Background: an optimization exercise with open tools, aiming at small area and a short achievable clock period. Do not read the settings as production practice. At most, simulation tests tie the RTL to the original design; equivalence was not proved. Power and IR drop assume default switching activity.

==> flow/design.v (excerpt) <==
module note_sequencer #(
  parameter int DEPTH     = 64,
  parameter int DUR_W     = 16,
  parameter int TICK_DIV  = 16,
  parameter int DEB_TICKS = 10
) (
  input  logic                         clk,
  input  logic                         rst_n,
  input  logic [4:0]                   key_code,
  input  logic                         rec_n,
  input  logic                         play_n,
  input  logic                         stop_n,
  output logic [4:0]                   note_out,
  output logic [1:0]                   state_out,
  output logic                         full,
  output logic [$clog2(DEPTH+1)-1:0]   evt_count
);
  localparam int CW  = $clog2(DEPTH+1);
  localparam int AW  = (DEPTH > 1) ? $clog2(DEPTH) : 1;
  localparam int TW  = (TICK_DIV > 1) ? $clog2(TICK_DIV) : 1;
  localparam int DBW = $clog2(DEB_TICKS+1);
  localparam int EW  = 5 + DUR_W;
  localparam int RL  = DEPTH - 2;            
  localparam logic [4:0] SILENCE = 5'b11111;
  localparam logic [1:0] S_IDLE = 2'b00, S_REC = 2'b01, S_PLAY = 2'b10;
  logic [1:0]        state, state_nx, state_o;
  logic [1:0]        state_n;
  logic [4:0]        note_nx, note_o;
  logic              full_nx;
  logic [CW-1:0]     evt_n, evt_c, evt_nx;
  logic              e0, e1, e63;            
  logic [4:0]        key_s1, key_s2;
  logic [2:0]        btn_s1, btn_s2;
  logic [2:0]        press;
  logic              stop_p, rec_p, play_p;
  logic [TW-1:0]     tick_cnt;
  logic              tick, tick_nx;
  logic [4:0]        cand, stable;
  logic [DBW-1:0]    deb_cnt, deb_next;
  logic              chg;
  logic [4:0]        note_n;                 
  logic [DUR_W-1:0]  dur, dur_plus, dur_m, dur_step, dur_nx;
  logic              dnz, dmax, d1;          
  logic [AW-1:0]     addr;
  logic [CW-1:0]     addr_inc;
  logic              pload;
  logic [EW-1:0]     wr_data, pdata;
  logic              wr_en, wr_ring, sat, rec_close, full_hit, last, pdone, idle_rec, play_go;
  logic              d_clr, d_ld, d_step;
  logic [EW-1:0]     slot0, slot1;           
  logic [EW-1:0]     ring  [RL];             
  logic [EW-1:0]     ring_d [RL];
  ...
make LEC_CHECK=0 CAP_MARGIN=20 CORE_MARGIN=2 CORE_UTILIZATION=60 CTS_CLUSTER_DIAMETER=80 CTS_CLUSTER_SIZE=30 SETUP_SLACK_MARGIN=2.75 SLEW_MARGIN=20 finish   # period 5.0 ns
run.sh (not shown) runs the stock make flow with config.mk's settings and CLKGATE_MAP_FILE= SYNTH_SCRIPT=/design/flow/synth_recipe.tcl, a recipe that flattens the netlist after the stock synthesis.
The baseline went through all stages and came out clean.
Then changed:
--- a/flow/config.mk
+++ b/flow/config.mk
@@ -11,4 +11,4 @@
 export CTS_CLUSTER_DIAMETER = 80
 export CTS_CLUSTER_SIZE = 30
-export SETUP_SLACK_MARGIN = 2.75
+export SETUP_SLACK_MARGIN = 2.95
 export SLEW_MARGIN = 20
After rerunning: Setup slack gets better by 0.015 ns; clock-buffer cell count is lower by 4; global-route usage is higher by 0.46 points; worst hold slack gets worse by 0.0074 ns; cell count is higher slightly; utilization is higher by 2.0 points; sequential power stays flat; design area is higher by a few percent; fmax is higher slightly.
No functional check of the RTL was part of any run of this note.

========
The RTL this note starts from:
==> flow/design.v <==
module note_sequencer #(
  parameter int DEPTH     = 64,
  parameter int DUR_W     = 16,
  parameter int TICK_DIV  = 16,
  parameter int DEB_TICKS = 10
) (
  input  logic                         clk,
  input  logic                         rst_n,
  input  logic [4:0]                   key_code,
  input  logic                         rec_n,
  input  logic                         play_n,
  input  logic                         stop_n,
  output logic [4:0]                   note_out,
  output logic [1:0]                   state_out,
  output logic                         full,
  output logic [$clog2(DEPTH+1)-1:0]   evt_count
);
  localparam int CW  = $clog2(DEPTH+1);
  localparam int AW  = (DEPTH > 1) ? $clog2(DEPTH) : 1;
  localparam int TW  = (TICK_DIV > 1) ? $clog2(TICK_DIV) : 1;
  localparam int DBW = $clog2(DEB_TICKS+1);
  localparam int EW  = 5 + DUR_W;
  localparam int RL  = DEPTH - 2;            
  localparam logic [4:0] SILENCE = 5'b11111;
  typedef enum logic [1:0] {S_IDLE = 2'b00, S_REC = 2'b01, S_PLAY = 2'b10} state_t;
  state_t            state;
  logic [4:0]        key_s1, key_s2;
  logic [2:0]        btn_s1, btn_s2;
  logic [2:0]        press;
  logic              stop_p, rec_p, play_p;
  logic [TW-1:0]     tick_cnt;
  logic              tick, tick_nx;
  logic [4:0]        cand, stable;
  logic [DBW-1:0]    deb_cnt, deb_next;
  logic              chg;
  logic [4:0]        note_n;                 
  logic [DUR_W-1:0]  dur, dur_plus, dur_step, dur_nx;
  logic              dnz, dmax, d1;          
  logic [AW-1:0]     addr;
  logic [CW-1:0]     addr_inc;
  logic              pload;
  logic [EW-1:0]     wr_data, pdata;
  logic              wr_en, wr_ring, sat, rec_close, full_hit, last, pdone, idle_rec, play_go;
  logic              d_clr, d_ld, d_step;
  logic [EW-1:0]     slot0, slot1;           
  logic [EW-1:0]     ring  [RL];             
  logic [EW-1:0]     ring_d [RL];
  logic [EW-1:0]     wbuf;                   
  logic              wpend, wpend_nx;
  logic [5:0]        wpos;                   
  logic [5:0]        npos;                   
  logic [EW-1:0]     nxt;                    
  logic [5:0]        rpos;                   
  logic [5:0]        ph;                     
  logic [5:0]        ph_nx, ph_pv, wpos_nx, rpos_nx, npos_nx1, npos_nx2;
  logic [4:0]        ph_t1, npos_t1, wpos_t1, rpos_t1, rpos_t2;
  logic              r_adv2;
  logic [4:0]        wtap, rtap;             
  logic [EW-1:0]     tap_d [5];
  logic [EW-1:0]     cap_d;
  always_ff @(posedge clk) begin
    key_s1 <= key_code;
    key_s2 <= key_s1;
  end
  always_ff @(posedge clk or negedge rst_n) begin
    if (!rst_n) begin
      btn_s1 <= 3'b111;
      btn_s2 <= 3'b111;
      press  <= 3'b000;
    end else begin
      btn_s1 <= {stop_n, rec_n, play_n};
      btn_s2 <= btn_s1;
      press  <= btn_s2 & ~btn_s1;
    end
  end
  assign stop_p = press[2];
  assign rec_p  = press[1];
  assign play_p = press[0];
  assign tick_nx = (tick_cnt == TW'(TICK_DIV-2));
  always_ff @(posedge clk or negedge rst_n) begin
    if (!rst_n) begin
      tick_cnt <= '0;
      tick     <= 1'b0;
    end else begin
      tick_cnt <= tick_cnt + 1'b1;
      tick     <= tick_nx;
    end
  end
  always_comb begin
    deb_next = DBW'(1);
    if (key_s2 == cand)
      deb_next = (deb_cnt == DBW'(DEB_TICKS)) ? deb_cnt : deb_cnt + 1'b1;
  end
  always_ff @(posedge clk or negedge rst_n) begin
    if (!rst_n) begin
      cand    <= SILENCE;
      stable  <= SILENCE;
      deb_cnt <= '0;
    end else begin
      if (tick) begin
        cand    <= key_s2;
        deb_cnt <= deb_next;
        if (deb_next >= DBW'(DEB_TICKS) && key_s2 != stable) begin
          stable <= key_s2;
        end
      end
    end
  end
  always_ff @(posedge clk)
    chg <= tick && deb_next >= DBW'(DEB_TICKS) && key_s2 != stable;
  always_comb begin
    if (state == S_PLAY)   
      dur_step = {dur[0] ^ dur[14] ^ dur[13] ^ dur[11], dur[15:1]};
    else                   
      dur_step = {dur[14:0], dur[15] ^ dur[13] ^ dur[12] ^ dur[10]};
    dur_plus  = dur;
    sat       = dmax;
    rec_close = (state == S_REC) && (chg || sat || stop_p);
    wr_en     = rec_close && dnz;
    wr_ring   = wr_en && (evt_count[AW-1:1] != '0);
    wr_data   = {note_out, dur_plus};
    full_hit  = wr_en && (evt_count == CW'(DEPTH-1));
    idle_rec  = !stop_p && rec_p;
    play_go   = !stop_p && !rec_p && play_p && (evt_count != '0);
    addr_inc  = CW'(addr) + 1'b1;
    last      = (addr_inc == evt_count);
    pdone     = (state == S_PLAY) && !pload && tick && d1;
    pdata     = nxt;
    d_clr     = ((state == S_IDLE) && idle_rec) || ((state == S_REC) && rec_close);
    d_ld      = (state == S_PLAY) && pload && !stop_p;
    d_step    = (tick_nx && state == S_REC) || (tick && state == S_PLAY && !pload);
    dur_nx    = d_clr ? (tick_nx ? 16'h0002 : 16'h0001) : d_ld ? pdata[DUR_W-1:0] : d_step ? dur_step : dur;
  end
  always_comb begin
    ph_nx    = (ph   == 6'(RL-1)) ? 6'd0 : ph   + 6'd1;
    ph_pv    = (ph   == 6'd0) ? 6'(RL-1) : ph - 6'd1;
    npos_nx1 = (npos == 6'(RL-1)) ? 6'd0 : npos + 6'd1;
    npos_nx2 = (npos == 6'(RL-2)) ? 6'd0 : (npos == 6'(RL-1)) ? 6'd1 : npos + 6'd2;
    wpos_nx  = wr_ring ? npos_nx1 : ((wpos == 6'(RL-1)) ? 6'd0 : wpos + 6'd1);
    wpend_nx = wr_ring || (wpend && !(|wtap));
    ph_t1    = {ph   == 6'd49, ph   == 6'd37, ph   == 6'd25, ph   == 6'd12, ph   == 6'(RL-1)};
    npos_t1  = {npos == 6'd49, npos == 6'd37, npos == 6'd25, npos == 6'd12, npos == 6'(RL-1)};
    wpos_t1  = {wpos == 6'd49, wpos == 6'd37, wpos == 6'd25, wpos == 6'd12, wpos == 6'(RL-1)};
    rpos_t1  = {rpos == 6'd49, rpos == 6'd37, rpos == 6'd25, rpos == 6'd12, rpos == 6'(RL-1)};
    rpos_t2  = {rpos == 6'd48, rpos == 6'd36, rpos == 6'd24, rpos == 6'd11, rpos == 6'(RL-2)};
    r_adv2   = pload && addr[AW-1:1] != '0 && !stop_p;
    if (state != S_PLAY)
      rpos_nx = ph_nx;
    else if (r_adv2)
      rpos_nx = (rpos == 6'(RL-2)) ? 6'd0 : (rpos == 6'(RL-1)) ? 6'd1 : rpos + 6'd2;
    else
      rpos_nx = (rpos == 6'(RL-1)) ? 6'd0 : rpos + 6'd1;
    for (int j = 0; j < RL; j++) ring_d[j] = ring[(j + RL - 1) % RL];
    tap_d[0] = wtap[0] ? wbuf : ring[0];
    tap_d[1] = wtap[1] ? wbuf : ring[13];
    tap_d[2] = wtap[2] ? wbuf : ring[26];
    tap_d[3] = wtap[3] ? wbuf : ring[38];
    tap_d[4] = wtap[4] ? wbuf : ring[50];
    ring_d[1]  = tap_d[0];
    ring_d[14] = tap_d[1];
    ring_d[27] = tap_d[2];
    ring_d[39] = tap_d[3];
    ring_d[51] = tap_d[4];
    cap_d = '0;
    for (int k = 0; k < 5; k++) cap_d = cap_d | ({EW{rtap[k]}} & tap_d[k]);
  end
  always_ff @(posedge clk) begin
    for (int j = 0; j < RL; j++) ring[j] <= ring_d[j];
    if (state != S_PLAY)
      nxt <= slot0;
    else if (pload && addr == AW'(0))
      nxt <= slot1;
    else if (|rtap && addr != AW'(0))
      nxt <= cap_d;
    if (wr_en && evt_count[AW-1:0] == AW'(0)) slot0 <= wr_data;
    if (wr_en && evt_count[AW-1:0] == AW'(1)) slot1 <= wr_data;
    if (wr_en) wbuf <= wr_data;
  end
  always_ff @(posedge clk or negedge rst_n) begin
    if (!rst_n) begin
      ph    <= '0;
      wpend <= 1'b0;
      wtap  <= '0;
    end else begin
      ph    <= ph_nx;
      wpend <= wpend_nx;
      wtap  <= wr_ring ? npos_t1 : (wpend && !(|wtap)) ? wpos_t1 : 5'b0;
    end
  end
  always_ff @(posedge clk) begin
    if ((state == S_IDLE) && idle_rec) npos <= ph_pv;
    else if (wr_en)                    npos <= npos_nx2;
    else                               npos <= npos_nx1;
  end
  always_ff @(posedge clk) begin
    wpos <= wpos_nx;
    rpos <= rpos_nx;
    rtap <= (state != S_PLAY) ? ph_t1 : r_adv2 ? rpos_t2 : rpos_t1;
  end
  always_ff @(posedge clk or negedge rst_n) begin
    if (!rst_n) begin
      state     <= S_IDLE;
      note_n    <= '0;
      full      <= 1'b0;
      evt_count <= '0;
    end else begin
      case (state)
        S_IDLE: begin
          note_n <= ~stable;
          if (idle_rec) begin
            state     <= S_REC;
            evt_count <= '0;
            full      <= 1'b0;
          end else if (play_go) begin
            state <= S_PLAY;
          end
        end
        S_REC: begin
          note_n <= ~stable;
          if (wr_en) evt_count <= evt_count + 1'b1;
          if (full_hit) begin
            full  <= 1'b1;
            state <= S_IDLE;
          end else if (stop_p) begin
            state <= S_IDLE;
          end
        end
        S_PLAY: begin
          if (stop_p) begin
            state  <= S_IDLE;
            note_n <= ~stable;
          end else if (pload) begin
            note_n <= ~pdata[EW-1:DUR_W];
          end else if (pdone && last) begin
            state <= S_IDLE;
          end
        end
        default: state <= S_IDLE;
      endcase
    end
  end
  assign note_out = ~note_n;
  always_ff @(posedge clk) begin
    dur  <= dur_nx;
    dnz  <= tick_nx || (!d_clr && dnz);
    dmax <= tick_nx && !d_clr && (dur == 16'h8000);
    d1   <= !d_clr && (d_ld ? (pdata[DUR_W-1:0] == 16'h0002) :
                       d_step ? (dur == 16'h0004) : d1);
    case (state)
      S_IDLE: begin
        if (!idle_rec && play_go) begin
          addr  <= '0;
          pload <= 1'b1;
        end
      end
      S_PLAY: begin
        if (stop_p) begin
          pload <= 1'b0;
        end else if (pload) begin
          pload <= 1'b0;
        end else if (pdone && !last) begin
          addr  <= addr + 1'b1;
          pload <= 1'b1;
        end
      end
      default: ;
    endcase
  end
  assign state_out = state;
endmodule
==> flow/config.mk <==
export PLATFORM = sky130hd
export DESIGN_NAME = note_sequencer
export DESIGN_NICKNAME = note_sequencer
export VERILOG_FILES = /design/flow/design.v
export SDC_FILE = /design/flow/constraint.sdc
export NUM_CORES = 4
export LEC_CHECK = 0
export CAP_MARGIN = 20
export CORE_MARGIN = 2
export CORE_UTILIZATION = 50
export CTS_CLUSTER_DIAMETER = 80
export CTS_CLUSTER_SIZE = 30
export SETUP_SLACK_MARGIN = 2.7
export SLEW_MARGIN = 20
==> flow/constraint.sdc <==
create_clock -name core_clock -period 5.0 [get_ports {clk}]
set_input_delay 1.0000 -clock core_clock [delete_from_list [all_inputs] [get_ports {clk}]]
set_output_delay 1.0000 -clock core_clock [all_outputs]
set_load 0.01 [all_outputs]
The baseline ran to the end with no violations.
Next try:
CORE_UTILIZATION = 70   (was 50)
Result:
- worst setup slack gets worse by 0.019 ns
- core utilization increases by 22 points
- total power came out lower by 1.1%
Next try:
CORE_UTILIZATION = 60   (was 70)
SETUP_SLACK_MARGIN = 2.75   (was 2.7)
Count of clock-buffer cells in the layout decreases by 4.
Power barely changes.
Routed wire length decreases by 9.5%.
Next try:
CTS_CLUSTER_DIAMETER = 60   (was 80)
CTS_CLUSTER_SIZE = 20   (was 30)
SETUP_SLACK_MARGIN = 2.7   (was 2.75)
=>
- The changed run passed the timing, design-rule and antenna checks
- total power increases by 7.1%
- flip-flop and latch count does not change
- global-route usage rises by 0.26 points
- clock power went up by 24%
- setup slack degrades by 0.0069 ns
- synthesized area is unchanged
- core utilization climbs by 1.1 points
- fmax fell by 0.30%
- combinational power came out lower by about 2%
- critical path depth stays the same
- first-iteration DRC count increases by 0.56%
Next try:
CTS_CLUSTER_DIAMETER = 80   (was 60)
CTS_CLUSTER_SIZE = 30   (was 20)
PLACE_DENSITY = 0.8   (was unset)
What happened:
- setup slack degrades by 0.025 ns
- clock power drops by 20%
- routed wire length climbs by 3.8%
- non-clock buffer count drops by 8
- via count climbs by 1.6%
- count of clock-buffer cells in the layout drops by 31
- final cell count drops by 1.4%
- core utilization drops by 1.7 points
- maximum frequency drops by 1.1%
Next try:
PLACE_DENSITY = unset   (was 0.8)
SETUP_SLACK_MARGIN = 2.65   (was 2.7)
Critical path depth goes down by 1.
Register-to-register slack is about the same.
Final area barely changes.
Hold slack is better by 0.0072 ns.

[what the ideal ports hide]
No port has a modelled driver above. Below, the same layouts with a new extraction and two added sets of constraints.
Step 1 (the two cells are an assumption about what drives the block):
set clk [get_ports {clk}]
set_driving_cell -lib_cell sky130_fd_sc_hd__clkbuf_16 $clk
set_driving_cell -lib_cell sky130_fd_sc_hd__buf_2 [delete_from_list [all_inputs] $clk]
Step 2 also shifts input and output timing later by t, the mid clock arrival at the registers, as if the neighbouring blocks saw the same clock.
a / b / c = ideal ports / drivers / drivers and shift; a / b = the first two.
| run | t, ns | setup slack, ns | latest minus earliest clock arrival (ns) | worst data-port slew with drivers (ns) |
|---|---|---|---|---|
| the first run of note 1 | 0.711 | 2.696 / 2.638 / 2.780 | 0.036 / 0.036 | 0.03 |
| the second run of note 1 | 0.697 | 2.711 / 2.649 / 2.795 | 0.033 / 0.033 | 0.03 |
| the first run of note 2 | 0.702 | 2.712 / 2.652 / 2.747 | 0.041 / 0.041 | 0.03 |
| the second run of note 2 | 0.706 | 2.692 / 2.632 / 2.709 | 0.035 / 0.035 | 0.03 |
| the third run of note 2 | 0.701 | 2.721 / 2.658 / 2.825 | 0.027 / 0.027 | 0.03 |
| the fourth run of note 2 | 0.696 | 2.714 / 2.653 / 2.759 | 0.020 / 0.020 | 0.03 |
| the fifth run of note 2 | 0.710 | 2.690 / 2.631 / 2.762 | 0.033 / 0.033 | 0.05 |
| the sixth run of note 2 | 0.696 | 2.710 / 2.651 / 2.756 | 0.031 / 0.031 | 0.03 |
After both steps setup and hold are still met in every run listed.
